What follows belongs to an exercise in optimizing a design on an open flow for small area, a short achievable clock period and few clock cycles per item; a production flow would make more cautious choices. At most, simulation tests tie the RTL to the original design; equivalence was not proved. Only the layout flow was run in runs 1 and 2; the RTL was not checked for function there.

File: design/flow/design.v
package astar_pkg;
	typedef union packed
	{
		logic [2*8-1:0] raw;
		struct packed
		{
			logic [8-1:0] x;    
			logic [8-1:0] y;    
		} coord;
	} node_word_u;
endpackage
`timescale 1ns/1ps
module octile_hilo (
	input  logic [8-1:0] ax,
	input  logic [8-1:0] ay,
	input  logic [8-1:0] bx,
	input  logic [8-1:0] by,
	output logic [8-1:0] d_hi,
	output logic [8-1:0] d_lo
);
	logic [8:0]   sx, sy;
	logic [8-1:0] dx, dy;
	logic                sw;
	assign sx   = {1'b0, ax} - {1'b0, bx};
	assign sy   = {1'b0, ay} - {1'b0, by};
	assign dx   = sx[8] ? -sx[8-1:0] : sx[8-1:0];
	assign dy   = sy[8] ? -sy[8-1:0] : sy[8-1:0];
	assign sw   = dx > dy;
	assign d_hi = sw ? dx : dy;
	assign d_lo = sw ? dy : dx;
endmodule
module octile_sum (
	input  logic [8-1:0] g_hi,
	input  logic [8-1:0] g_lo,
	input  logic [8-1:0] s_hi,
	input  logic [8-1:0] s_lo,
	output logic [10-1:0]  cost
);
	logic [8+6:0] g_diag, s_diag;
	assign g_diag = {g_lo, 6'b0} + {1'b0, g_lo, 5'b0} + {3'b0, g_lo, 3'b0} + {5'b0, g_lo, 1'b0};
	assign s_diag = {s_lo, 6'b0} + {1'b0, s_lo, 5'b0} + {3'b0, s_lo, 3'b0} + {5'b0, s_lo, 1'b0};
	assign cost   = {2'b0, g_hi} + {2'b0, s_hi}
	              + {3'b0, g_diag[8+6:8]} + {3'b0, s_diag[8+6:8]};
endmodule
`timescale 1ns/1ps
module astar_open_sort_top (
	input  logic                Clk,
	input  logic                Reset,
	input  logic                node_valid,
	output logic                node_ready,
	input  logic [8-1:0] node_x,
	input  logic [8-1:0] node_y,
	input  logic [8-1:0] start_x,
	input  logic [8-1:0] start_y,
	input  logic [8-1:0] goal_x,
	input  logic [8-1:0] goal_y,
	input  logic                sort_start,
	output logic                out_valid,
	input  logic                out_ready,
	output logic [8-1:0] out_x,
	output logic [8-1:0] out_y,
	output logic [10-1:0]  out_cost,
	output logic                out_last,
	output logic                busy
);
	localparam int N  = 16;
	localparam int EW = 2*8 + 10;    
	logic                a_v;
	logic [8-1:0] a_x, a_y;
	logic [8-1:0] a_ghi, a_glo, a_shi, a_slo;
	logic                b_v;
	logic [8-1:0] b_x, b_y;
	logic [10-1:0]  b_c;
	logic [8-1:0] e_x [N];
	logic [8-1:0] e_y [N];
	logic [10-1:0]  e_c [N];
	logic [N-1:0]        v;           
	logic                busy_r;      
	logic                ne_r;        
	logic                blk_r;       
	logic                accept;
	logic                pop;
	logic                done;
	logic                start_go;
	logic [N-1:0]        v_n;
	logic                busy_n;
	logic [N-1:0]        gt;          
	assign start_go   = sort_start & ne_r;
	assign busy       = busy_r | start_go;
	assign node_ready = ~(blk_r | start_go);
	assign accept     = node_valid & node_ready;
	assign out_valid  = busy_r;
	assign out_x      = e_x[0];
	assign out_y      = e_y[0];
	assign out_cost   = e_c[0];
	assign out_last   = busy_r & ~v[1];
	assign pop        = busy_r & out_ready;
	assign done       = pop & ~v[1];
	always_comb
	begin
		if (pop)
			v_n = {1'b0, v[N-1:1]};
		else if (b_v)
			v_n = {v[N-2:0], 1'b1};
		else
			v_n = v;
		busy_n = busy_r ? ~done : start_go;
	end
	always_ff @(posedge Clk or posedge Reset)
	begin
		if (Reset)
		begin
			a_v    <= 1'b0;
			b_v    <= 1'b0;
			v      <= '0;
			busy_r <= 1'b0;
			ne_r   <= 1'b0;
			blk_r  <= 1'b0;
		end
		else
		begin
			a_v    <= accept;
			b_v    <= a_v;
			v      <= v_n;
			busy_r <= busy_n;
			ne_r   <= v_n[0] | accept | a_v;
			blk_r  <= busy_n | v_n[N-1] | (v_n[N-2] & (accept | a_v)) | (v_n[N-3] & accept & a_v);
		end
	end
	logic [8-1:0] ghi, glo, shi, slo;
	logic [10-1:0]  cost;
	octile_hilo i_goal  (.ax(node_x), .ay(node_y), .bx(goal_x),  .by(goal_y),  .d_hi(ghi), .d_lo(glo));
	octile_hilo i_start (.ax(node_x), .ay(node_y), .bx(start_x), .by(start_y), .d_hi(shi), .d_lo(slo));
	octile_sum  i_sum   (.g_hi(a_ghi), .g_lo(a_glo), .s_hi(a_shi), .s_lo(a_slo), .cost(cost));
	always_ff @(posedge Clk)
	begin
		a_x   <= node_x;
		a_y   <= node_y;
		a_ghi <= ghi;
		a_glo <= glo;
		a_shi <= shi;
		a_slo <= slo;
		b_x   <= a_x;
		b_y   <= a_y;
		b_c   <= cost;
	end
	function automatic logic cost_gt(input logic [10-1:0] a, input logic [10-1:0] b);
		logic g;
		g = 1'b0;
		for (int k = 0; k < 10; k++)
			g = (a[k] & ~b[k]) | ((a[k] | ~b[k]) & g);
		cost_gt = g;
	endfunction
	always_comb
		for (int i = 0; i < N; i++)
			gt[i] = ~v[i] | cost_gt(e_c[i], b_c);
	logic [EW-1:0] e_q [N];
	logic [EW-1:0] e_d [N];
	logic [EW-1:0] b_e;
	logic [N-1:0]  s_pop, s_sh, s_new, s_hold;
	assign b_e = {b_x, b_y, b_c};
	always_comb
		for (int i = 0; i < N; i++)
		begin
			e_q[i]    = {e_x[i], e_y[i], e_c[i]};
			s_pop[i]  = pop;
			s_sh[i]   = ~pop & b_v & gt[i] & ((i > 0) ? gt[(i > 0) ? i-1 : 0] : 1'b0);
			s_new[i]  = ~pop & b_v & gt[i] & ((i > 0) ? ~gt[(i > 0) ? i-1 : 0] : 1'b1);
			s_hold[i] = ~pop & ~(b_v & gt[i]);
		end
	always_comb
		for (int i = 0; i < N; i++)
			e_d[i] = ({EW{s_pop[i]}}  & ((i < N-1) ? e_q[(i < N-1) ? i+1 : i] : e_q[i]))
			       | ({EW{s_sh[i]}}   & ((i > 0)   ? e_q[(i > 0) ? i-1 : 0]     : b_e))
			       | ({EW{s_new[i]}}  & b_e)
			       | ({EW{s_hold[i]}} & e_q[i]);
	always_ff @(posedge Clk)
		for (int i = 0; i < N; i++)
			{e_x[i], e_y[i], e_c[i]} <= e_d[i];
endmodule
File: design/flow/flow/run.sh
#!/bin/bash
# Standard layout, with timing repair aimed 7.5 ns below the clock period.
set -euo pipefail
bash standard.sh SETUP_SLACK_MARGIN=7.5 finish > standard_flow.log 2>&1
File: design/flow/standard.sh
#!/bin/bash
# synth_recipe.tcl (not shown) runs the flow's synth.tcl, then flattens the netlist and writes it again
# the make line also repeats each setting of config.mk as NAME=value (left out here)
make -C /OpenROAD-flow-scripts/flow DESIGN_CONFIG=/design/flow/config.mk WORK_HOME=/design/flow/orfs CLKGATE_MAP_FILE= SYNTH_SCRIPT=/design/flow/synth_recipe.tcl "${@:-finish}"
File: design/flow/config.mk
export PLATFORM = sky130hd
export DESIGN_NAME = astar_open_sort_top
export DESIGN_NICKNAME = astar_open_sort_top
export VERILOG_FILES = /design/flow/design.v
export SDC_FILE = /design/flow/constraint.sdc
export NUM_CORES = 4
export LEC_CHECK = 0
export CAP_MARGIN = 20
export CORE_MARGIN = 2
export CORE_UTILIZATION = 40
export SLEW_MARGIN = 20
File: design/flow/constraint.sdc
create_clock -name core_clock -period 13.0 [get_ports {Clk}]
set_input_delay 2.6000 -clock core_clock [delete_from_list [all_inputs] [get_ports {Clk}]]
set_output_delay 2.6000 -clock core_clock [all_outputs]
set_load 0.01 [all_outputs]
==> results.json, run 1 <==
{
  "status": "timing/DRC/antenna clean",
  "drv_slew": 0,
  "synthAdderAreaFrac_pct": 8.10,
  "reg2reg_to": "b_c[8]",
  "worstSetupEndpointType": "output pin",
  "dp_hpwl_um": 54400,
  "yosys-mux-area-fraction_pct": 13.7,
  "wirelength_um": 80000,
  "die_area_mm2": 0.0745,
  "critPathRequiredTime_ns": 10.40,
  "syn_area_per_cell_um2": 9.07,
  "grtUsageMet3_pct": 2.92,
  "coreArea_mm2": 0.0715,
  "synth_seq_cells": 511,
  "worst_slew_pin_slew_ns": 1.07,
  "synth_edf_count": 0,
  "synthCells": 3188,
  "pin_count": 83,
  "grt_max_degree": 82,
  "fin_setup_tns_ns": 0,
  "slowest_delay_ns": 0.15,
  "use_met1_pct": 29.3,
  "cts_tree": "yes",
  "dr.first_iter.drc_count": 2200,
  "r2r_slack_ns": 7.86,
  "synthDistinctLibCells": 93,
  "synth_simple_gate_area_share_pct": 13.1,
  "grt_pass1_vias": 22700,
  "slowest_stage": "a21o_1",
  "setup_viol": 0,
  "fmax_ghz": 0.179,
  "dp_slack_ns": 5.84,
  "die_h_um": 273,
  "cts.htree.levels": 2,
  "max_slew_margin_pct": 28.4,
  "die_w_um": 273,
  "endpoint": "busy",
  "crit_chain": "buf_6, a21o_1, buf_2",
  "via_per_inst": 5.71,
  "critPathLaunchType": "input port",
  "rsz0062_at_grt": "yes",
  "grt_pass1_wl_um": 129000,
  "stdcell_area_mm2": 0.0331,
  "num_antenna_cells": 0,
  "cts_buffers": 58,
  "fin_crit_sh_pct": 42.9,
  "cts_max_path_buffers": 3,
  "syn_nets": 3375,
  "clockRootBuffer": "clkbuf_16",
  "cp.arrival_ns": 2.98,
  "synthFlopType": "dfxtp_1",
  "syn2layout_area_growth_pct": 14.3,
  "cts_sinks": 511,
  "clk_pin_slew_ns": 0.06,
  "dpl-instance-area_mm2": 0.0303,
  "path_class": "in -> out",
  "top_usage_layer": "met2",
  "netlist_area_mm2": 0.0289,
  "antenna_found_initial": 0,
  "max-cap-violations": 0,
  "grtUsageTotal_pct": 20.9,
  "vias": 23800,
  "cp_num_buf_inv": 2,
  "ys_warn_count": 6,
  "fin_nets": 3364,
  "synth_top_family_by_area": "compound AO/OA/AOI/OAI gates",
  "synth-xor-area-share_pct": 2.06,
  "synthArstFlopShare_pct": 4.11,
  "r2r-start": "a_glo[1]",
  "ys_seq_area_share_pct": 35.7,
  "reg2reg_depth": 20,
  "grt_util_met2_pct": 33.7,
  "synth-compound-area-share_pct": 20.9,
  "ant_nets": 0,
  "grt_remaining_overflow": 0,
  "cp.depth": 3,
  "first_pass_iters": 9,
  "drive_gt1_share_pct": 14.2,
  "clkLatencyLatePin_ns": 0.64,
  "min_path_type": "reg -> reg",
  "drc": 0,
  "cp-startpoint": "sort_start",
  "port_buffers": 82,
  "start_util_pct": 40.5,
  "finalClockSkew_ns": 0.0343,
  "crit_fanout": 2,
  "gp_congestion": 0.819,
  "row_count": 98,
  "avgRoutedWirePerCell_um": 19.2,
  "fin_crit_ns": 5.58,
  "setup_ws_ns": 7.42,
  "path_delay_family": "buffers and inverters",
  "hold_violations": 0
}
cells in the final DEF, fill, tap and decap left out, drive strengths merged, types with 42 or more instances in the layout:
cell | Yosys | final
dfxtp | 490 | 490
nand2 | 437 | 437
mux2i | 295 | 295
o21ai | 162 | 162
inv | 158 | 159
nor2 | 119 | 119
a21oi | 118 | 118
ha | 103 | 103
buf | 114 | 101
nand3 | 94 | 94
clkbuf | 135 | 92
mux2 | 83 | 83
a221o | 74 | 74
a222oi | 74 | 74
nor2b | 70 | 70
a22oi | 66 | 66
clkdlybuf4s50 | 0 | 59
o211ai | 53 | 53
maj3 | 42 | 42
worst min-delay path by stage:
| stage | start | endpoint | slack, ns | cells after the start |
|---|---|---|---|---|
| floorplan | a_x[0] | b_x[0] | 0.31 | 0 |
| global placement | a_y[2] | b_y[2] | 0.31 | 0 |
| detailed placement | a_y[2] | b_y[2] | 0.31 | 0 |
| finish | a_y[2] | b_y[2] | 0.31 | 0 |
| global route | a_y[2] | b_y[2] | 0.32 | 0 |
| CTS | a_y[2] | b_y[2] | 0.32 | 0 |
cells in the mapped netlist (19+ instances only):
cell type	count	area, um2
dfxtp_1	490	9810
nand2_1	433	1630
mux2i_1	295	2950
inv_1	153	574
clkbuf_1	135	507
nor2_1	119	447
o21ai_0	119	596
a21oi_1	116	581
ha_1	103	1290
nand3_1	92	460
a221o_1	74	741
a222oi_1	74	741
buf_2	73	365
nor2b_1	69	432
a22oi_1	66	495
mux2_2	63	709
o211ai_1	53	398
o21ai_1	41	205
xnor2_1	40	350
nand2b_1	37	231
a211oi_1	35	263
a31oi_1	32	200
maj3_1	32	320
and3_1	31	194
fa_1	31	621
a22o_1	28	245
xor2_1	28	245
o221a_2	27	304
a21o_1	23	173
o221ai_1	23	201
dfrtp_1	21	526
mux2_4	19	285
kinds of logic after synthesis:
kind of cell,Yosys count
buf+inv,407
mux,378
compound gates,813
xor+xnor,68
flops,511
fa+ha+maj,176
simple gates,835
flip-flops by register name (all words and copies together) (netlist names), 8 cells and up:
signal and cells:
e_c 160, a_slo 8, b_c 10, v 16, a_shi 8, a_y 8
a_ghi 8, b_y 8, e_y 128, e_x 128, a_x 8, a_glo 8
b_x 8
routing by layer:
metal	wire length, um	share of wire [%]
met5	0	0
met4	1930	2.4
met1	37600	47
met2	36400	45
met3	4100	5.1
metrics by stage:
| stage | hold WS (ns) | instances | utilization, % |
|---|---|---|---|
| 5_1_grt | 0.320 | 4171 | 46.3 |
| 2_1_floorplan | 0.310 | 3188 | - |
| 3_3_place_gp | 0.314 | 4021 | 42.3 |
| 6_report | 0.314 | 4171 | 46.3 |
| 3_5_place_dp | 0.313 | 4021 | 42.3 |
| 4_1_cts | 0.316 | 4154 | 45.6 |
layout make-up:
cell class                 count  area [um2]
clock buffer                  86        1720
sequential                   511       10300
multi-input combinational   2270       17400
timing repair buffer         178        1590
clock inverter                18         198
inverter                     158         616
fill                        6836       38400
tap                          950        1190
timing repair:
| item | 4_1_cts | 5_1_grt |
|---|---|---|
| hold buffers | 0 | 0 |
| pin swaps | 31 | 48 |
| endpoints found under the setup margin | 60 | 59 |
| gates resized for setup | 61 | 92 |
| setup buffers | 29 | 17 |
==> run 2, diff against run 1 <==
==> design/flow/flow/run.sh (replaced) <==
#!/bin/bash
# Standard layout, with timing repair aimed 6.5 ns below the clock period.
set -euo pipefail
bash standard.sh SETUP_SLACK_MARGIN=6.5 finish > standard_flow.log 2>&1
==> run 2 against run 1 <==
Still clean on timing, DRC and antenna. Sequential share of layout area rose by 0.78 points. Register-to-register slack worse by 0.04 ns. Synthesized area unchanged. Critical path depth did not move. Synthesized cell count stayed put. Via count about the same. First-iteration DRC count down 17%. Fmax shrank 12%. Global-route usage is essentially flat.
==> results.json, run 2 <==
{
  "status": "timing/DRC/antenna clean",
  "met1_length_um": 38100,
  "slowest_stage": "clkdlybuf4s50_1",
  "slowest_delay_ns": 0.56,
  "setup_viol": 0,
  "fin_nets": 3327,
  "synth_area_leader_cell": "dfxtp_1",
  "cp.depth": 3,
  "critPathLaunchType": "input port",
  "antenna_found_initial": 0,
  "ys_warn_count": 6,
  "synthFlopType": "dfxtp_1",
  "coreArea_mm2": 0.0715,
  "worstSetupEndpointType": "output pin",
  "drc": 0,
  "routed.top_layer": "met4",
  "clkLatencyLatePin_ns": 0.63,
  "die_w_um": 273,
  "cts_buffers": 57,
  "cp_num_buf_inv": 2,
  "grt_remaining_overflow": 0,
  "syn_area_per_cell_um2": 9.07,
  "drive_gt1_share_pct": 10.3,
  "grt_pass1_wl_um": 128000,
  "wirelength_um": 79500,
  "path_delay_family": "buffers and inverters",
  "layout_commonest_cell": "dfxtp_1",
  "cp-startpoint": "sort_start",
  "syn_nets": 3375,
  "dr.first_iter.drc_count": 1836,
  "fin_crit_ns": 6.37,
  "start_util_pct": 40.5,
  "cts_max_path_buffers": 3,
  "r2r-start": "a_glo[3]",
  "critPathRequiredTime_ns": 10.40,
  "grt_max_degree": 81,
  "setup_ws_ns": 6.63,
  "clockRootBuffer": "clkbuf_16",
  "whs_ns": 0.325,
  "yosysTopAreaCellShare_pct": 33.9,
  "pin_count": 83,
  "grtUsageTotal_pct": 20.9,
  "fin_crit_sh_pct": 49.0,
  "cts_tree": "yes",
  "stdcell_area_mm2": 0.0323,
  "first_pass_iters": 7,
  "endpoint": "node_ready",
  "path_class": "in -> out",
  "wl_met2_um": 36300,
  "dp_cells": 4024,
  "finalClockSkew_ns": 0.0297,
  "dpl-instance-area_mm2": 0.0302,
  "gp_congestion": 0.833,
  "synthDistinctLibCells": 93,
  "rsz0062_at_grt": "no",
  "cts-hold-fix-buffers": 0,
  "avgRoutedWirePerCell_um": 19.2,
  "num_antenna_cells": 0,
  "min_path_type": "reg -> reg",
  "dp_slack_ns": 5.64,
  "ys_seq_area_share_pct": 35.7,
  "wl_met3_um": 3050,
  "final_util_pct": 45.1,
  "ant_nets": 0,
  "clk_pin_slew_ns": 0.05,
  "final_cell_mix": "490 x dfxtp_1, 430 x nand2_1, 294 x mux2i_1",
  "netlist_top_cells_count": "490 x dfxtp_1, 433 x nand2_1, 295 x mux2i_1",
  "worst_slew_pin_slew_ns": 1.06,
  "cp.arrival_ns": 3.77,
  "synth.most_common_cell": "dfxtp_1",
  "syn2layout_area_growth_pct": 11.5,
  "row_count": 98,
  "largest_reg_flops": 160,
  "finalNonFillerCells": 4136,
  "fin_setup_tns_ns": 0,
  "die_area_mm2": 0.0745,
  "crit_chain": "clkdlybuf4s50_1, a21oi_1, clkdlybuf4s50_1",
  "max_slew_margin_pct": 29.3,
  "netlist_area_mm2": 0.0289,
  "reg2reg_to": "b_c[8]",
  "synth_edf_count": 0,
  "drv_slew": 0,
  "dp_hpwl_um": 54200,
  "fmax_ghz": 0.157,
  "cts_sinks": 511,
  "hold_violations": 0,
  "via_per_inst": 5.76,
  "cts.htree.levels": 2,
  "r2r_slack_ns": 7.82,
  "max-cap-violations": 0,
  "cp_common_cell": "clkdlybuf4s50_1",
  "grt_pass1_vias": 23300,
  "synthArstFlopShare_pct": 4.11,
  "holdPathStages": 0,
  "reg2reg_depth": 20,
  "vias": 23800,
  "synth_seq_cells": 511,
  "crit_fanout": 2,
  "netlist_top_cells_area": "dfxtp_1 34%, mux2i_1 10%, nand2_1 5.6%",
  "port_buffers": 82,
  "die_h_um": 273,
  "synthCells": 3188
}
-- run 2: cell counts after synthesis --
Identical to the previous run, type by type.
-- run 2: area by class of cell --
type / instances / area, um2
well taps: 950 / 1190
clock buffers: 80 / 1610
inverters: 158 / 596
multi-input cells: 2270 / 16900
repair buffers: 142 / 1290
flip-flops and latches: 511 / 10300
fillers: 6930 / 39200
clock inverters: 25 / 342
-- run 2: per-layer routing --
metal / vias to the layer above / GRT usage [%]
met5: - / 0
met3: 128 / 2.35
met4: 0 / 5.97
met2: 491 / 34.1
li1: 11500 / -
met1: 11700 / 29.0
-- run 2: timing repair --
action / in CTS / in global routing
gates resized for setup: 2 / 6
cloned: 0 / 1
hold endpoints to repair: 0 / 0
pin swaps: 1 / 1
endpoints found under the setup margin: 27 / 16
setup buffers: 2 / 4
-- run 2: how the worst min path moves through the flow --
| stage | startpoint | endpoint | slack (ns) |
|---|---|---|---|
| global route | a_x[3] | b_x[3] | 0.33 |
| finish | a_x[3] | b_x[3] | 0.33 |
| detailed placement | a_x[3] | b_x[3] | 0.31 |
| global placement | a_x[5] | b_x[5] | 0.31 |
| floorplan | a_x[0] | b_x[0] | 0.31 |
| CTS | a_x[3] | b_x[3] | 0.33 |
-- run 2: cell families (layout without fill, tap and decap cells) --
family | Yosys count | after routing | share of synthesized area (%)
AND/OR/NAND/NOR | 835 | 835 | 13.1
AO/OA/AOI/OAI | 813 | 813 | 20.9
flip-flops | 511 | 511 | 35.7
buffers and inverters | 407 | 405 | 6.39
multiplexers | 378 | 378 | 13.7
adder cells (fa/ha/maj) | 176 | 176 | 8.10
XOR/XNOR | 68 | 68 | 2.06
==> run 3, diff against run 2 <==
--- a/design/flow/design.v
+++ b/design/flow/design.v
@@ -42,4 +42,34 @@
 	assign cost   = {2'b0, g_hi} + {2'b0, s_hi}
 	              + {3'b0, g_diag[8+6:8]} + {3'b0, s_diag[8+6:8]};
+endmodule
+`timescale 1ns/1ps
+module list_entry_next #(
+	parameter int W = 2*8 + 10
+) (
+	input  logic [W-1:0] q,
+	input  logic [W-1:0] q_prev,
+	input  logic [W-1:0] q_next,
+	input  logic [W-1:0] q_new,
+	input  logic         s_pop,
+	input  logic         s_sh,
+	input  logic         s_new,
+	input  logic         s_hold,
+	output logic [W-1:0] d
+);
+	assign d = ({W{s_pop}} & q_next) | ({W{s_sh}} & q_prev) | ({W{s_new}} & q_new) | ({W{s_hold}} & q);
+endmodule
+module cost_greater (
+	input  logic [10-1:0] a,
+	input  logic [10-1:0] b,
+	output logic               gt
+);
+	logic [10:0] g;
+	always_comb
+	begin
+		g[0] = 1'b0;
+		for (int k = 0; k < 10; k++)
+			g[k+1] = (a[k] & ~b[k]) | ((a[k] | ~b[k]) & g[k]);
+	end
+	assign gt = g[10];
 endmodule
 `timescale 1ns/1ps
@@ -145,17 +175,8 @@
 		b_c   <= cost;
 	end
-	function automatic logic cost_gt(input logic [10-1:0] a, input logic [10-1:0] b);
-		logic g;
-		g = 1'b0;
-		for (int k = 0; k < 10; k++)
-			g = (a[k] & ~b[k]) | ((a[k] | ~b[k]) & g);
-		cost_gt = g;
-	endfunction
-	always_comb
-		for (int i = 0; i < N; i++)
-			gt[i] = ~v[i] | cost_gt(e_c[i], b_c);
 	logic [EW-1:0] e_q [N];
 	logic [EW-1:0] e_d [N];
 	logic [EW-1:0] b_e;
+	logic [N-1:0]  c_gt;
 	logic [N-1:0]  s_pop, s_sh, s_new, s_hold;
 	assign b_e = {b_x, b_y, b_c};
@@ -164,4 +185,5 @@
 		begin
 			e_q[i]    = {e_x[i], e_y[i], e_c[i]};
+			gt[i]     = ~v[i] | c_gt[i];
 			s_pop[i]  = pop;
 			s_sh[i]   = ~pop & b_v & gt[i] & ((i > 0) ? gt[(i > 0) ? i-1 : 0] : 1'b0);
@@ -169,10 +191,19 @@
 			s_hold[i] = ~pop & ~(b_v & gt[i]);
 		end
-	always_comb
-		for (int i = 0; i < N; i++)
-			e_d[i] = ({EW{s_pop[i]}}  & ((i < N-1) ? e_q[(i < N-1) ? i+1 : i] : e_q[i]))
-			       | ({EW{s_sh[i]}}   & ((i > 0)   ? e_q[(i > 0) ? i-1 : 0]     : b_e))
-			       | ({EW{s_new[i]}}  & b_e)
-			       | ({EW{s_hold[i]}} & e_q[i]);
+	for (genvar i = 0; i < N; i++)
+	begin : g_entry
+		cost_greater i_gt (.a(e_c[i]), .b(b_c), .gt(c_gt[i]));
+		list_entry_next i_next (
+			.q      (e_q[i]),
+			.q_prev ((i > 0)   ? e_q[(i > 0) ? i-1 : 0]     : b_e),
+			.q_next ((i < N-1) ? e_q[(i < N-1) ? i+1 : i] : e_q[i]),
+			.q_new  (b_e),
+			.s_pop  (s_pop[i]),
+			.s_sh   (s_sh[i]),
+			.s_new  (s_new[i]),
+			.s_hold (s_hold[i]),
+			.d      (e_d[i])
+		);
+	end
 	always_ff @(posedge Clk)
 		for (int i = 0; i < N; i++)
==> design/flow/flow/run.sh (replaced) <==
#!/bin/bash
# Standard layout, with timing repair aimed 7.5 ns below the clock period.
set -euo pipefail
bash standard.sh SETUP_SLACK_MARGIN=7.5 finish > standard_flow.log 2>&1
==> run 3 against run 2 <==
Cell count rose by 0.65%. Largest cell class unchanged. Clock skew rose by 0.019 ns. Flip-flop and latch count did not move. Worst hold slack improved by 0.0015 ns.
==> results.json, run 3 <==
{
  "drive_gt1_share_pct": 13.1,
  "grtUsageTotal_pct": 19.1,
  "fin_setup_tns_ns": 0,
  "cts_max_path_buffers": 3,
  "rsz0062_at_grt": "yes",
  "clk_pin_slew_ns": 0.06,
  "cts_tree": "yes",
  "synthArstFlopShare_pct": 4.11,
  "final_util_pct": 46.8,
  "synth_seq_cells": 511,
  "die_h_um": 271,
  "layout_commonest_cell": "dfxtp_1",
  "synthCells": 3189,
  "setup_viol": 0,
  "synthFlopType": "dfxtp_1",
  "coreArea_mm2": 0.0704,
  "synth_edf_count": 0,
  "grt_max_degree": 203,
  "critPathRequiredTime_ns": 10.40,
  "critPathLaunchType": "input port",
  "first_pass_iters": 9,
  "row_count": 97,
  "syn_area_per_cell_um2": 8.96,
  "wirelength_um": 73500,
  "syn2layout_area_growth_pct": 15.3,
  "finalClockSkew_ns": 0.0483,
  "die_w_um": 271,
  "cp.arrival_ns": 2.99,
  "max-cap-violations": 0,
  "via_per_inst": 5.56,
  "synthDistinctLibCells": 83,
  "max_slew_margin_pct": 26.6,
  "path_class": "in -> out",
  "fin_nets": 3364,
  "drc": 0,
  "netlist_top_cells_area": "dfxtp_1 34%, mux2i_1 8.5%, nand2_1 5.4%",
  "fmax_ghz": 0.179,
  "dr.first_iter.drc_count": 1735,
  "syn_nets": 3376,
  "grt_remaining_overflow": 0,
  "r2r_slack_ns": 8.00,
  "synth.most_common_cell": "dfxtp_1",
  "ys_warn_count": 11,
  "cts_buffers": 56,
  "hold_violations": 0,
  "gp_congestion": 0.833,
  "clkLatencyLatePin_ns": 0.64,
  "die_area_mm2": 0.0736,
  "largest_reg_flops": 160,
  "grt_pass1_vias": 21800,
  "cts_sinks": 511,
  "fin_crit_ns": 5.59,
  "netlist_top_cells_count": "490 x dfxtp_1, 414 x nand2_1, 242 x mux2i_1",
  "num_antenna_cells": 0,
  "start_util_pct": 40.6,
  "avgRoutedWirePerCell_um": 17.7,
  "fin_crit_sh_pct": 43.0,
  "min_path_type": "reg -> reg",
  "ant_nets": 0,
  "pin_count": 83,
  "crit_fanout": 2,
  "cts.htree.levels": 2,
  "synth_area_leader_cell": "dfxtp_1",
  "vias": 23200,
  "ys_seq_area_share_pct": 36.2,
  "nFillCells": 6736,
  "antenna_found_initial": 0,
  "dp_hpwl_um": 51700,
  "yosysTopAreaCellShare_pct": 34.3,
  "netlist_area_mm2": 0.0286,
  "status": "timing/DRC/antenna clean",
  "worstSetupEndpointType": "output pin",
  "drv_slew": 0,
  "final_cell_mix": "490 x dfxtp_1, 413 x nand2_1, 242 x mux2i_1",
  "grt_pass1_wl_um": 118000,
  "port_buffers": 82,
  "clockRootBuffer": "clkbuf_16",
  "worst_slew_pin_slew_ns": 1.10
}
[run 3: cell count changes after synthesis, moves of 19 or more]
cell and delta:
a22o_1 +28, nor2_1 -22, o22ai_1 +70, a32oi_1 +44, nand2_1 -19, o21ai_1 -19
nand3_1 -67, inv_1 +47, mux2i_1 -53, o221a_2 -27, a21oi_1 -29, and3_1 -27
o21ai_0 +89
[run 3: worst paths after layout]
| kind | cells after the start | startpoint | to |
|---|---|---|---|
| max | 3 | sort_start | busy |
| min | 0 | a_y[5] | b_y[5] |
| max reg2reg | 21 | a_glo[3] | b_c[8] |
| min reg2reg | 0 | a_y[5] | b_y[5] |
| max in group asynchronous | 2 | Reset | b_v |
| min in group asynchronous | 2 | Reset | v[11] |
[run 3: layout make-up]
cell class              count  area [um2]  area share, %
flip-flops and latches    511       10300           31.4
repair buffers            175        1640           4.97
multi-input cells        2225       17000           51.7
inverters                 208         810           2.46
well taps                 940        1180           3.57
clock buffers              73        1580           4.79
clock inverters            31         372           1.13
[run 3: layer usage]
| metal | track usage [%] | up-vias | routed length [um] |
|---|---|---|---|
| met5 | 0 | - | 0 |
| met4 | 5.48 | 0 | 1930 |
| met3 | 2.65 | 112 | 2950 |
| met2 | 31.1 | 463 | 34100 |
| met1 | 26.3 | 10900 | 34500 |
| li1 | - | 11700 | - |
[run 3: critical path: stages]
cell    delay (ns)
buf_8         0.10
a21o_1        0.15
buf_2         0.13
[run 3: kinds of logic (layout without fill, tap and decap cells)]
| group | after synthesis | in the layout | synth area share [%] |
|---|---|---|---|
| compound gates | 963 | 963 | 24.4 |
| xor+xnor | 60 | 60 | 1.84 |
| fa+ha+maj | 177 | 177 | 8.22 |
| buf+inv | 453 | 487 | 6.85 |
| flops | 511 | 511 | 36.2 |
| mux | 322 | 322 | 11.7 |
| simple gates | 703 | 703 | 10.8 |
[run 3: timing repair]
action                                  CTS  global route
hold buffers                              0             0
pin swaps                                35            63
gates cloned                              0             1
gates resized for setup                  61            82
endpoints found under the setup margin   34            75
hold endpoints to repair                  0             0
setup buffers                            40            11
[run 3: stage by stage]
| step | area [um2] | hold slack, ns | instances | setup slack [ns] |
|---|---|---|---|---|
| 4_1_cts | 32400 | 0.325 | 4149 | 7.42 |
| 2_1_floorplan | 28800 | 0.310 | 3189 | 7.23 |
| 3_3_place_gp | 30000 | 0.311 | 4005 | 6.02 |
| 3_5_place_dp | 30000 | 0.312 | 4005 | 5.94 |
| 6_report | 32900 | 0.327 | 4163 | 7.41 |
| 5_1_grt | 32900 | 0.329 | 4163 | 7.39 |
Testbench counts of run 3, summed over its fixed seeds: cycles 29,278, batches 1,280.
==> run 4, diff against run 3 <==
--- a/design/flow/config.mk
+++ b/design/flow/config.mk
@@ -8,4 +8,4 @@
 export CAP_MARGIN = 20
 export CORE_MARGIN = 2
-export CORE_UTILIZATION = 40
+export CORE_UTILIZATION = 65
 export SLEW_MARGIN = 20
==> run 4 against run 3 <==
Still clean on timing, DRC and antenna. Core utilization rose by 28 points. Worst hold slack about the same. Critical endpoint unchanged.
==> results.json, run 4 <==
{
  "status": "timing/DRC/antenna clean",
  "grt_max_degree": 113,
  "critPathLaunchType": "input port",
  "drive_gt1_share_pct": 13.0,
  "yosysTopAreaCellShare_pct": 34.3,
  "syn2layout_area_growth_pct": 13.2,
  "die_area_mm2": 0.0456,
  "fin_nets": 3363,
  "clk_pin_slew_ns": 0.06,
  "cts_buffers": 53,
  "path_class": "in -> out",
  "grtUsageTotal_pct": 32.4,
  "wirelength_um": 75900,
  "grt_pass1_vias": 23200,
  "antenna_found_initial": 0,
  "finalNonFillerCells": 3803,
  "clockRootBuffer": "clkbuf_16",
  "final_util_pct": 74.7,
  "synthFlopType": "dfxtp_1",
  "via_per_inst": 6.41,
  "synth.most_common_cell": "dfxtp_1",
  "row_count": 76,
  "netlist_area_mm2": 0.0286,
  "critPathRequiredTime_ns": 10.40,
  "drv_slew": 0,
  "die_w_um": 214,
  "synth_area_leader_cell": "dfxtp_1",
  "dp_hpwl_um": 52900,
  "syn_nets": 3376,
  "grt_pass1_wl_um": 121000,
  "drc": 0,
  "rsz0062_at_grt": "yes",
  "fin_crit_ns": 5.59,
  "fin_crit_sh_pct": 43.0,
  "fin_setup_tns_ns": 0,
  "ant_nets": 0,
  "dr.first_iter.drc_count": 2764,
  "coreArea_mm2": 0.0433,
  "finalClockSkew_ns": 0.0349,
  "synthCells": 3189,
  "netlist_top_cells_area": "dfxtp_1 34%, mux2i_1 8.5%, nand2_1 5.4%",
  "worst_slew_pin_slew_ns": 1.09,
  "final_cell_mix": "489 x dfxtp_1, 413 x nand2_1, 242 x mux2i_1",
  "gp_congestion": 0.909,
  "cts_tree": "yes",
  "layout_commonest_cell": "dfxtp_1",
  "cts_sinks": 511,
  "pin_count": 83,
  "num_antenna_cells": 0,
  "cp.arrival_ns": 2.99,
  "setup_ws_ns": 7.41,
  "syn_area_per_cell_um2": 8.96,
  "cts.htree.levels": 2,
  "dp_cells": 3657,
  "cts-hold-fix-buffers": 0,
  "netlist_top_cells_count": "490 x dfxtp_1, 414 x nand2_1, 242 x mux2i_1",
  "avgRoutedWirePerCell_um": 20.0,
  "min_path_type": "reg -> reg",
  "largest_reg_flops": 160,
  "crit_fanout": 2,
  "dp_slack_ns": 5.91,
  "fmax_ghz": 0.179,
  "worstSetupEndpointType": "output pin",
  "grt_remaining_overflow": 0,
  "synth_seq_cells": 511,
  "die_h_um": 214,
  "slowest_delay_ns": 0.16,
  "ys_seq_area_share_pct": 36.2,
  "cts_max_path_buffers": 3,
  "hold_violations": 0,
  "port_buffers": 82,
  "synth_edf_count": 0,
  "slowest_stage": "a21o_1",
  "setup_viol": 0,
  "vias": 24400,
  "clkLatencyLatePin_ns": 0.63,
  "start_util_pct": 66.0,
  "first_pass_iters": 7,
  "path_delay_family": "buffers and inverters",
  "synthDistinctLibCells": 83,
  "synthArstFlopShare_pct": 4.11,
  "ys_warn_count": 11,
  "max-cap-violations": 0,
  "crit_chain": "buf_6, a21o_1, buf_2",
  "cp_num_buf_inv": 2,
  "max_slew_margin_pct": 27.0
}
-- run 4: cell counts after synthesis --
Identical to the previous run, type by type.
-- run 4: logic make-up (layout without fill, tap and decap cells) --
| family | Yosys count | in the layout | synth area share [%] |
|---|---|---|---|
| compound gates | 963 | 964 | 24.4 |
| xor+xnor | 60 | 60 | 1.84 |
| fa+ha+maj | 177 | 177 | 8.22 |
| buf+inv | 453 | 481 | 6.85 |
| flops | 511 | 511 | 36.2 |
| mux | 322 | 322 | 11.7 |
| simple gates | 703 | 703 | 10.8 |
-- run 4: area by class of cell --
class,instances,area (um2)
Inverter,208,810
Clock inverter,17,239
Sequential cell,511,10300
Multi-Input combinational cell,2226,17100
Fill cell,3192,10900
Tap cell,585,732
Clock buffer,80,1560
Timing Repair Buffer,176,1600
-- run 4: worst paths after layout --
path	end	cells past startpoint	start	slack (ns)
worst max-delay path	busy	3	sort_start	7.41
worst min-delay path	b_y[4]	0	a_y[4]	0.33
worst max register to register	b_c[8]	21	a_glo[1]	7.88
worst min register to register	b_y[4]	0	a_y[4]	0.33
max in group asynchronous	b_v	2	Reset	9.89
min in group asynchronous	v[2]	2	Reset	2.49
-- run 4: through the flow --
step	area (um2)	hold WS [ns]
2_1_floorplan	28800	0.310
3_3_place_gp	29600	0.310
3_5_place_dp	29600	0.312
4_1_cts	31900	0.325
5_1_grt	32300	0.331
6_report	32300	0.327
-- run 4: what timing repair did --
item / CTS / global route
cloned: 1 / 0
setup endpoints to repair: 46 / 92
buffers inserted: 31 / 16
resized for setup: 81 / 79
pin swaps: 43 / 46
-- run 4: layer usage --
| layer | share of wire [%] | wire length, um | global-route usage [%] |
|---|---|---|---|
| met1 | 44 | 33700 | 43.7 |
| met2 | 47 | 35800 | 54.3 |
| met3 | 6.1 | 4610 | 4.19 |
| met4 | 2.3 | 1760 | 9.75 |
| met5 | 0 | 0 | 0 |
==> run 5, diff against run 4 <==
==> design/flow/flow/run.sh (replaced) <==
#!/bin/bash
# Standard layout with two changes:
#  - synthesis maps logic with flow/map.abc (ABC without its own buffering
#    and sizing; the placer's repair sizes and buffers instead). Registers
#    are mapped before ABC, exactly as in the standard synthesis.
#  - timing repair aims SETUP_SLACK_MARGIN below the clock period.
set -euo pipefail
W=$PWD
sed 's|^source \$::env(SCRIPTS_DIR)/synth_preamble.tcl$|&\nset abc_args [lreplace $abc_args 1 1 '"$W"'/flow/map.abc]|' \
	"$FLOW_HOME/scripts/synth.tcl" > "$W/map_synth.tcl"
grep -q "flow/map.abc" "$W/map_synth.tcl"
sed 's|^source \$::env(SCRIPTS_DIR)/synth.tcl$|source '"$W"'/map_synth.tcl|' "$W/synth_recipe.tcl" > "$W/map_synth_recipe.tcl"
grep -q "map_synth.tcl" "$W/map_synth_recipe.tcl"
bash standard.sh SYNTH_SCRIPT="$W/map_synth_recipe.tcl" SETUP_SLACK_MARGIN=7.4 finish > standard_flow.log 2>&1
==> design/flow/flow/map.abc (new file) <==
&get -n
&st
&dch
&nf
&put
--- a/design/flow/config.mk
+++ b/design/flow/config.mk
@@ -8,4 +8,4 @@
 export CAP_MARGIN = 20
 export CORE_MARGIN = 2
-export CORE_UTILIZATION = 65
+export CORE_UTILIZATION = 40
 export SLEW_MARGIN = 20
==> run 5 against run 4 <==
Sequential share of layout area up 0.41 points. Register-to-register slack worse by 0.18 ns. Core utilization down 25 points. Design area down 1.3%. Non-clock buffer count up 12. Highest routed layer unchanged.
==> results.json, run 5 <==
{
  "status": "timing/DRC/antenna clean",
  "fin_setup_tns_ns": 0,
  "netlist_top_cells_area": "dfxtp_1 37%, a32oi_1 6.9%, nand3_1 6.2%",
  "synthDistinctLibCells": 51,
  "hold_violations": 0,
  "synth_seq_cells": 511,
  "coreArea_mm2": 0.0646,
  "antenna_found_initial": 1,
  "fmax_ghz": 0.179,
  "grt_max_degree": 105,
  "drc": 0,
  "slowest_stage": "a21o_1",
  "wirelength_um": 83200,
  "ys_warn_count": 11,
  "via_per_inst": 6.37,
  "grt_pass1_wl_um": 134000,
  "row_count": 93,
  "port_buffers": 82,
  "grt_remaining_overflow": 0,
  "path_delay_family": "buffers and inverters",
  "max-cap-violations": 0,
  "min_path_type": "reg -> reg",
  "gp_congestion": 0.824,
  "ant_nets": 0,
  "yosysTopAreaCellShare_pct": 37.5,
  "fin_crit_ns": 5.58,
  "max_slew_margin_pct": 24.5,
  "synthArstFlopShare_pct": 4.11,
  "crit_chain": "buf_6, a21o_1, buf_2",
  "dp_hpwl_um": 56200,
  "cp.depth": 3,
  "start_util_pct": 40.5,
  "syn_area_per_cell_um2": 9.15,
  "finalClockSkew_ns": 0.0271,
  "pin_count": 83,
  "largest_reg_flops": 160,
  "die_h_um": 260,
  "clkLatencyLatePin_ns": 0.63,
  "drv_slew": 0,
  "cp-startpoint": "sort_start",
  "cts_buffers": 57,
  "multi_input_area_mm2": 0.0161,
  "syn2layout_area_growth_pct": 22.0,
  "r2r-start": "a_slo[1]",
  "dr.first_iter.drc_count": 2496,
  "layout_commonest_cell": "dfxtp_1",
  "cts_tree": "yes",
  "path_class": "in -> out",
  "nFillCells": 5995,
  "crit_fanout": 2,
  "worst_slew_pin_slew_ns": 1.13,
  "cts-hold-fix-buffers": 0,
  "final_cell_mix": "488 x dfxtp_1, 324 x nand2_1, 320 x nand3_1",
  "finalNonFillerCells": 4009,
  "hold_start": "a_y[0]",
  "final_util_pct": 49.4,
  "synth.most_common_cell": "dfxtp_1",
  "synthFlopType": "dfxtp_1",
  "setup_viol": 0,
  "die_area_mm2": 0.0675,
  "clk_pin_slew_ns": 0.06,
  "fin_crit_sh_pct": 42.9,
  "critPathRequiredTime_ns": 10.40,
  "synthCells": 2860,
  "ys_seq_area_share_pct": 39.5,
  "cts_sinks": 511,
  "die_w_um": 260,
  "synth_edf_count": 0,
  "slowest_delay_ns": 0.15,
  "syn_nets": 3047,
  "vias": 25500,
  "synth_area_leader_cell": "dfxtp_1",
  "netlist_top_cells_count": "490 x dfxtp_1, 328 x nand2_1, 324 x nand3_1",
  "grt_pass1_vias": 25700,
  "fin_nets": 3294,
  "cts.htree.levels": 2,
  "drive_gt1_share_pct": 11.4,
  "rsz0062_at_grt": "yes",
  "endpoint": "busy",
  "dp_cells": 3848,
  "cts_max_path_buffers": 3,
  "critPathLaunchType": "input port",
  "netlist_area_mm2": 0.0262,
  "worstSetupEndpointType": "output pin",
  "r2r_slack_ns": 7.70,
  "first_pass_iters": 7,
  "grtUsageTotal_pct": 23.7,
  "cp.arrival_ns": 2.98,
  "reg2reg_depth": 21,
  "clockRootBuffer": "clkbuf_16",
  "avgRoutedWirePerCell_um": 20.8,
  "cp_num_buf_inv": 2,
  "final-seq-area_mm2": 0.0103,
  "reg2reg_to": "b_c[8]"
}
-- run 5: cell count changes in the layout (fill, tap and decap cells not counted), sizes merged, moves of 86 or more --
cell and delta:
o21ai -133, clkinv +148, inv -192, a32oi +161, nand2 -86, nand4 +199, nand3 +299, mux2i -209
-- run 5: cell type report --
class,instances,share of cell area [%]
antenna,1,0.00784
clock buffer,85,5.36
clock inverter,20,0.988
inverter,163,2.05
multi-input combinational,2186,50.5
sequential,511,32.4
tap,855,3.35
timing repair buffer,188,5.40
-- run 5: timing repair --
item / CTS / global route
endpoints found under the setup margin: 35 / 74
cloned: 2 / 1
buffers inserted: 32 / 20
gates resized for setup: 66 / 101
pin swaps: 24 / 47
-- run 5: per-layer routing --
metal / vias up / part of all wire, % / wire length [um] / GRT usage, %
met5: - / 0 / 0 / 0
met4: 0 / 2.7 / 2260 / 8.09
met3: 160 / 4.4 / 3670 / 2.43
met2: 761 / 50 / 41800 / 42.0
met1: 12600 / 43 / 35500 / 29.8
li1: 12000 / - / - / -
-- run 5: worst reg2reg max path, stage by stage, from the launching register on --
cell	delay, ns
dfxtp_1	0.37
clkinv_1	0.16
fa_1	0.53
clkinv_1	0.07
fa_1	0.43
ha_1	0.28
a41o_1	0.19
a21oi_2	0.21
o21bai_1	0.14
a21oi_2	0.22
clkinv_1	0.08
a21oi_1	0.17
xnor2_1	0.18
fa_1	0.47
ha_1	0.35
a21oi_1	0.14
nand2_1	0.10
a21o_1	0.18
a21o_1	0.20
a21o_1	0.20
a21oi_2	0.23
xor2_4	0.28
-- run 5: cell families after synthesis --
group	count (synthesis)	share of synthesized area, %
xor gates and xnor gates	73	2.44
buffers and inverters	163	2.34
adders and majority gates	134	7.30
and+or+nand+nor	1017	19.3
muxes	33	1.26
AOI/OAI and AO/OA	929	27.9
DFF	511	39.5
-- run 5: worst min path at each step --
stage,depth (start not counted),slack (ns),to
3_3_place_gp,0,0.31,b_y[5]
5_1_grt,0,0.33,b_x[0]
3_5_place_dp,0,0.32,b_x[0]
4_1_cts,0,0.33,b_x[0]
2_1_floorplan,0,0.31,b_x[0]
6_report,0,0.33,b_y[0]
-- run 5: stage by stage --
stage / hold WS [ns] / setup WS [ns] / cell area [um2]
after detailed placement: 0.316 / 6.06 / 28800
final: 0.327 / 7.42 / 31900
after floorplan: 0.310 / 4.56 / 26300
after global routing: 0.332 / 7.34 / 31900
after global placement: 0.313 / 6.12 / 28700
after CTS: 0.329 / 7.40 / 31300
==> run 6, diff against run 5 <==
--- a/design/flow/flow/run.sh
+++ b/design/flow/flow/run.sh
@@ -12,3 +12,5 @@
 sed 's|^source \$::env(SCRIPTS_DIR)/synth.tcl$|source '"$W"'/map_synth.tcl|' "$W/synth_recipe.tcl" > "$W/map_synth_recipe.tcl"
 grep -q "map_synth.tcl" "$W/map_synth_recipe.tcl"
-bash standard.sh SYNTH_SCRIPT="$W/map_synth_recipe.tcl" SETUP_SLACK_MARGIN=7.4 finish > standard_flow.log 2>&1
+bash standard.sh SYNTH_SCRIPT="$W/map_synth_recipe.tcl" SETUP_SLACK_MARGIN=7.4 \
+	CTS_ARGS="-sink_clustering_enable -repair_clock_nets -dont_use_dummy_load -buf_list sky130_fd_sc_hd__clkbuf_16 -sink_clustering_size 20 -sink_clustering_max_diameter 80" \
+	finish > standard_flow.log 2>&1
==> run 6 against run 5 <==
Clock skew is 0.021 ns higher. Die area stayed put. Via count down 1.0%. Still clean. Non-clock buffer count increased by 3. Wire length down 1.1%. Fmax barely moved. Synthesized area is the same. Critical path depth stayed put. Clock-buffer cell count fell by 54. First-iteration DRC count shrank 1.8%.
==> results.json, run 6 <==
{
  "path_delay_family": "buffers and inverters",
  "yosysTopAreaCellShare_pct": 37.5,
  "finalClockSkew_ns": 0.0477,
  "synth.most_common_cell": "dfxtp_1",
  "rsz0062_at_grt": "yes",
  "syn_area_per_cell_um2": 9.15,
  "die_w_um": 260,
  "fin_crit_ns": 5.58,
  "grt_pass1_vias": 25300,
  "port_buffers": 82,
  "fin_setup_tns_ns": 0,
  "netlist_top_cells_area": "dfxtp_1 37%, a32oi_1 6.9%, nand3_1 6.2%",
  "grt_pass1_wl_um": 132000,
  "syn_nets": 3047,
  "final_cell_mix": "488 x dfxtp_1, 323 x nand2_1, 320 x nand3_1",
  "clk_pin_slew_ns": 0.08,
  "dp_hpwl_um": 56200,
  "synth_area_leader_cell": "dfxtp_1",
  "netlist_area_mm2": 0.0262,
  "cts_tree": "yes",
  "pin_count": 83,
  "ant_nets": 0,
  "synth_seq_cells": 511,
  "clockRootBuffer": "clkbuf_16",
  "synth_edf_count": 0,
  "fin_nets": 3271,
  "use_met1_pct": 29.9,
  "drv_slew": 0,
  "critPathLaunchType": "input port",
  "whs_ns": 0.331,
  "synthDistinctLibCells": 51,
  "status": "timing/DRC/antenna clean",
  "wirelength_um": 82300,
  "largest_reg_flops": 160,
  "row_count": 93,
  "dpl-instance-area_mm2": 0.0288,
  "start_util_pct": 40.5,
  "fin_crit_sh_pct": 42.9,
  "cts_max_path_buffers": 3,
  "gp_congestion": 0.824,
  "cts-hold-fix-buffers": 0,
  "min_path_type": "reg -> reg",
  "worstSetupEndpointType": "output pin",
  "crit_fanout": 2,
  "coreArea_mm2": 0.0646,
  "cp_num_buf_inv": 2,
  "top_usage_layer": "met2",
  "ys_seq_area_share_pct": 39.5,
  "synthCells": 2860,
  "path_class": "in -> out",
  "synthArstFlopShare_pct": 4.11,
  "vias": 25300,
  "stdcell_area_mm2": 0.0307,
  "max_slew_margin_pct": 25.8,
  "dr.first_iter.drc_count": 2451,
  "layout_commonest_cell": "dfxtp_1",
  "worst_slew_pin_slew_ns": 1.11,
  "antenna_found_initial": 1,
  "cts_buffers": 31,
  "synthFlopType": "dfxtp_1",
  "cp.arrival_ns": 2.98,
  "setup_viol": 0,
  "fmax_ghz": 0.179,
  "grtUsageTotal_pct": 23.3,
  "die_area_mm2": 0.0675,
  "clkLatencyLatePin_ns": 0.62,
  "crit_chain": "buf_6, a21o_1, buf_2",
  "num_antenna_cells": 0,
  "avgRoutedWirePerCell_um": 20.9,
  "drc": 0,
  "slowest_delay_ns": 0.15,
  "grtUsageMet3_pct": 1.57,
  "nFillCells": 6131,
  "drive_gt1_share_pct": 9.90,
  "ys_warn_count": 11,
  "slowest_stage": "a21o_1",
  "final_util_pct": 47.5,
  "netlist_top_cells_count": "490 x dfxtp_1, 328 x nand2_1, 324 x nand3_1",
  "cts.htree.levels": 1,
  "critPathRequiredTime_ns": 10.40,
  "syn2layout_area_growth_pct": 17.4,
  "cts_sinks": 511,
  "first_pass_iters": 8,
  "via_per_inst": 6.41,
  "die_h_um": 260,
  "grt_max_degree": 105,
  "max-cap-violations": 0,
  "grt_remaining_overflow": 0,
  "hold_violations": 0,
  "grt_util_met2_pct": 41.8
}
run 6: changes by cell type in the layout (fill, tap and decap cells not counted), sizes merged:
cell           change
bufinv             -7
inv                +3
dlygate4sd2        +1
buf                +4
clkdlybuf4s50      +2
diode              -1
clkbuf            -58
clkinv            -16
run 6: path summary, 6_finish.rpt:
| kind | cells past startpoint | start | slack (ns) | to |
|---|---|---|---|---|
| max | 3 | sort_start | 7.42 | busy |
| min | 0 | a_x[0] | 0.33 | b_x[0] |
| max reg2reg | 21 | a_slo[0] | 7.72 | b_c[8] |
| min reg2reg | 0 | a_x[0] | 0.33 | b_x[0] |
| max in group asynchronous | 2 | Reset | 10.26 | v[8] |
| min in group asynchronous | 2 | Reset | 2.34 | v[3] |
run 6: logic make-up (layout without fill, tap and decap cells):
kind of cell | count (synthesis) | count (layout) | share of synthesized area (%)
multiplexers | 33 | 33 | 1.26
XOR/XNOR | 73 | 73 | 2.44
AO/OA/AOI/OAI | 929 | 929 | 27.9
AND/OR/NAND/NOR | 1017 | 1017 | 19.3
flip-flops | 511 | 511 | 39.5
buffers and inverters | 163 | 385 | 2.34
adder cells (fa/ha/maj) | 134 | 134 | 7.30
run 6: cell type report:
class | instances | area (um2) | share of cell area, %
Clock buffer | 31 | 776 | 2.53
Tap cell | 855 | 1070 | 3.48
Sequential cell | 511 | 10300 | 33.7
Multi-Input combinational cell | 2186 | 16100 | 52.6
Inverter | 163 | 653 | 2.13
Timing Repair Buffer | 191 | 1720 | 5.62
run 6: worst reg2reg max path, stage by stage (launching register included):
cell and delay [ns]:
dfxtp_1 0.39, clkinv_1 0.13, fa_1 0.55, clkinv_1 0.07, fa_1 0.43, ha_1 0.28
a41o_1 0.19, a21oi_2 0.21, o21bai_1 0.14, a21oi_2 0.23, clkinv_1 0.08, a21oi_1 0.17
xnor2_1 0.18, fa_1 0.46, ha_1 0.35, a21oi_1 0.14, nand2_1 0.09, a21o_1 0.18
a21o_1 0.20, a21o_1 0.21, a21oi_4 0.20, xor2_4 0.28
run 6: metrics by stage:
step	worst slack (ns)	cells
after floorplan	4.56	2860
after global placement	6.12	3847
after detailed placement	6.06	3848
after CTS	7.39	3921
after global routing	7.25	3937
final	7.42	3937
run 6: routing by layer:
metal / part of all wire [%] / up-vias
met4: 2.5 / 0
li1: - / 11900
met2: 50 / 713
met1: 43 / 12500
met5: 0 / -
met3: 3.8 / 131
run 6: what timing repair did:
action                                  4_1_cts  5_1_grt
cloned                                        1        0
resized for setup                            70       99
endpoints found under the setup margin       35       71
buffers inserted                             41       16
pin swaps                                    31       41
==> run 7, diff against run 6 <==
--- a/design/flow/flow/run.sh
+++ b/design/flow/flow/run.sh
@@ -13,4 +13,4 @@
 grep -q "map_synth.tcl" "$W/map_synth_recipe.tcl"
 bash standard.sh SYNTH_SCRIPT="$W/map_synth_recipe.tcl" SETUP_SLACK_MARGIN=7.4 \
-	CTS_ARGS="-sink_clustering_enable -repair_clock_nets -dont_use_dummy_load -buf_list sky130_fd_sc_hd__clkbuf_16 -sink_clustering_size 20 -sink_clustering_max_diameter 80" \
+	CTS_ARGS="-sink_clustering_enable -repair_clock_nets -dont_use_dummy_load -buf_list sky130_fd_sc_hd__clkbuf_8 -sink_clustering_size 14 -sink_clustering_max_diameter 60" \
 	finish > standard_flow.log 2>&1
--- a/design/flow/config.mk
+++ b/design/flow/config.mk
@@ -8,4 +8,4 @@
 export CAP_MARGIN = 20
 export CORE_MARGIN = 2
-export CORE_UTILIZATION = 40
+export CORE_UTILIZATION = 65
 export SLEW_MARGIN = 20
==> run 7 against run 6 <==
Core utilization grew 28 points. Synthesized area is the same. First-iteration DRC count grew 45%. Critical path depth grew 15. Highest routed layer unchanged. Worst setup slack lost 0.31 ns. Critical endpoint is now a_glo[2]. Fmax shrank 5.2%.
==> results.json, run 7 <==
{
  "status": "timing/DRC/antenna clean",
  "synth_seq_cells": 511,
  "synthCells": 2860,
  "cts_buffers": 43,
  "dr.first_iter.drc_count": 3551,
  "worstSetupEndpointType": "flip-flop",
  "grt_remaining_overflow": 0,
  "row_count": 73,
  "drv_slew": 0,
  "r2r-start": "a_slo[3]",
  "drive_gt1_share_pct": 10.1,
  "syn_nets": 3047,
  "synthAdderAreaFrac_pct": 7.30,
  "min_path_type": "reg -> reg",
  "clkLatencyLatePin_ns": 0.68,
  "synth_edf_count": 0,
  "ys_warn_count": 11,
  "syn_area_per_cell_um2": 9.15,
  "cts.htree.levels": 2,
  "max_slew_margin_pct": 24.5,
  "cts_tree": "yes",
  "first_pass_iters": 10,
  "synthArstFlopShare_pct": 4.11,
  "port_buffers": 82,
  "start_util_pct": 65.9,
  "drc": 0,
  "syn2layout_area_growth_pct": 15.0,
  "synth.most_common_cell": "dfxtp_1",
  "fin_setup_tns_ns": 0,
  "finalClockSkew_ns": 0.0380,
  "path_class": "in -> reg",
  "num_antenna_cells": 0,
  "fin_nets": 3283,
  "critPathLaunchType": "input port",
  "synthFlopType": "dfxtp_1",
  "holdPathStages": 0,
  "ant_nets": 0,
  "antenna_found_initial": 0,
  "hold_violations": 0,
  "netlist_top_cells_count": "490 x dfxtp_1, 328 x nand2_1, 324 x nand3_1",
  "crit_fanout": 4,
  "die_area_mm2": 0.0419,
  "coreArea_mm2": 0.0397,
  "hold_start": "a_x[5]",
  "via_per_inst": 7.39,
  "netlist_area_mm2": 0.0262,
  "fmax_ghz": 0.170,
  "avgRoutedWirePerCell_um": 23.6,
  "cp.arrival_ns": 6.45,
  "synth-compound-area-share_pct": 27.9,
  "vias": 26700,
  "reg2reg_to": "b_c[8]",
  "largest_reg_flops": 160,
  "fin_crit_ns": 5.89,
  "worst_slew_pin_slew_ns": 1.13,
  "max-cap-violations": 0,
  "cts_max_path_buffers": 3,
  "die_h_um": 205,
  "wirelength_um": 85300,
  "cts-hold-fix-buffers": 0,
  "hold_end": "b_x[5]",
  "final_cell_mix": "489 x dfxtp_1, 323 x nand2_1, 320 x nand3_1",
  "setup_viol": 0,
  "gp_congestion": 0.888,
  "layout_commonest_cell": "dfxtp_1",
  "synth_area_leader_cell": "dfxtp_1",
  "grt_pass1_vias": 26000,
  "synth_simple_gate_area_share_pct": 19.3,
  "grt_max_degree": 108,
  "cts_sinks": 511,
  "dp_hpwl_um": 54200,
  "clk_pin_slew_ns": 0.09,
  "yosysTopAreaCellShare_pct": 37.5,
  "synth-xor-area-share_pct": 2.44,
  "synth_top_family_by_area": "compound AO/OA/AOI/OAI gates",
  "rsz0062_at_grt": "yes",
  "yosys-mux-area-fraction_pct": 1.26,
  "reg2reg_depth": 21,
  "die_w_um": 205,
  "critPathRequiredTime_ns": 13.56,
  "pin_count": 83,
  "grtUsageTotal_pct": 38.1,
  "netlist_top_cells_area": "dfxtp_1 37%, a32oi_1 6.9%, nand3_1 6.2%",
  "ys_seq_area_share_pct": 39.5,
  "clockRootBuffer": "clkbuf_8",
  "grt_pass1_wl_um": 132000,
  "synthDistinctLibCells": 51,
  "fin_crit_sh_pct": 45.3,
  "r2r_slack_ns": 7.63
}
## run 7: cell counts after synthesis
Identical to the previous run, type by type.
## run 7: layout make-up
cell class                      instances  area, um2
Clock buffer                           43        592
Fill cell                            2840       9650
Inverter                              163        653
Multi-Input combinational cell       2186      16100
Sequential cell                       511      10300
Tap cell                              525        657
Timing Repair Buffer                  191       1730
## run 7: cell families after synthesis
logic type | after synthesis
AO/OA/AOI/OAI | 929
XOR/XNOR | 73
adder cells (fa/ha/maj) | 134
buffers and inverters | 163
flip-flops | 511
multiplexers | 33
AND/OR/NAND/NOR | 1017
## run 7: worst max-delay path, stage by stage
cell and delay, ns:
clkdlybuf4s50_1 0.47, inv_2 0.05, ha_4 0.23, a21oi_1 0.15
o21ai_1 0.13, a21o_1 0.21, a21o_1 0.23, xor2_2 0.21
o41ai_2 0.34, xor2_1 0.30, inv_2 0.10, ha_4 0.28
nand4_1 0.19, nor2_2 0.21, o21bai_4 0.21, buf_6 0.15
buf_16 0.11, mux2i_1 0.27
## run 7: what timing repair did
action | 4_1_cts | 5_1_grt
buffers inserted | 28 | 28
gates cloned | 3 | 0
gates resized for setup | 61 | 105
pin swaps | 25 | 57
setup endpoints to repair | 38 | 38
## run 7: stage by stage
step / util, % / hold WS, ns / cells / cell area [um2] / worst slack [ns]
final: 75.7 / 0.326 / 3619 / 30100 / 7.11
after global placement: 71.3 / 0.310 / 3516 / 28300 / 6.09
after global routing: 75.7 / 0.326 / 3619 / 30100 / 7.13
after floorplan: - / 0.310 / 2860 / 26300 / 4.56
after detailed placement: 71.3 / 0.312 / 3517 / 28300 / 5.92
after CTS: 74.0 / 0.314 / 3591 / 29400 / 7.37
## run 7: per-layer routing
metal / up-vias / part of all wire (%) / routed length (um) / track usage, %
li1: 11900 / - / - / -
met1: 13000 / 39 / 33200 / 47.4
met2: 1476 / 49 / 42000 / 64.6
met3: 331 / 7.6 / 6460 / 5.79
met4: 0 / 4.3 / 3690 / 18.0
met5: - / 0 / 0 / 0
## run 7: worst max-delay path by stage
stage	startpoint	to	slack [ns]	cells after the start
after floorplan	out_ready	e_c[7][0]	4.56	4
after global placement	node_x[0]	a_slo[1]	6.09	19
after detailed placement	node_x[0]	a_shi[3]	5.92	19
after CTS	goal_x[1]	a_glo[3]	7.37	19
after global routing	goal_x[2]	a_glo[2]	7.13	19
final	goal_x[2]	a_glo[2]	7.11	18

-- re-timing with driven ports --
No port has a modelled driver above. Below, the same layouts with a new extraction and two added sets of constraints.
Step 1: set_driving_cell puts a clkbuf_16 on Clk and a buf_2 on each other input, an assumption about the parent block.
Step 2 moves the port delays by t, midway between the first and last clock arrival at a register: inputs arrive t later, outputs are due t later. That takes back most of the time a late clock gives input paths.
Three values: ideal, step 1, step 2; two values: the first two.
| run | shift t [ns] | slack for setup (ns) | cell pins on the clock port's net |
|---|---|---|---|
| run 1 | 0.690 | 7.417 / 7.384 / 6.814 | 1 |
| run 2 | 0.686 | 6.630 / 6.606 / 6.166 | 1 |
| run 3 | 0.674 | 7.414 / 7.377 / 6.896 | 1 |
| run 4 | 0.667 | 7.409 / 7.375 / 6.812 | 1 |
| run 5 | 0.675 | 7.418 / 7.385 / 6.824 | 1 |
| run 6 | 0.658 | 7.418 / 7.385 / 6.807 | 1 |
| run 7 | 0.710 | 7.112 / 7.130 / 6.420 | 1 |
After both steps every run listed still meets setup and hold. The setup slack of run 7, which loses most, moves by +0.018 ns with the drivers and by -0.692 ns with both steps.
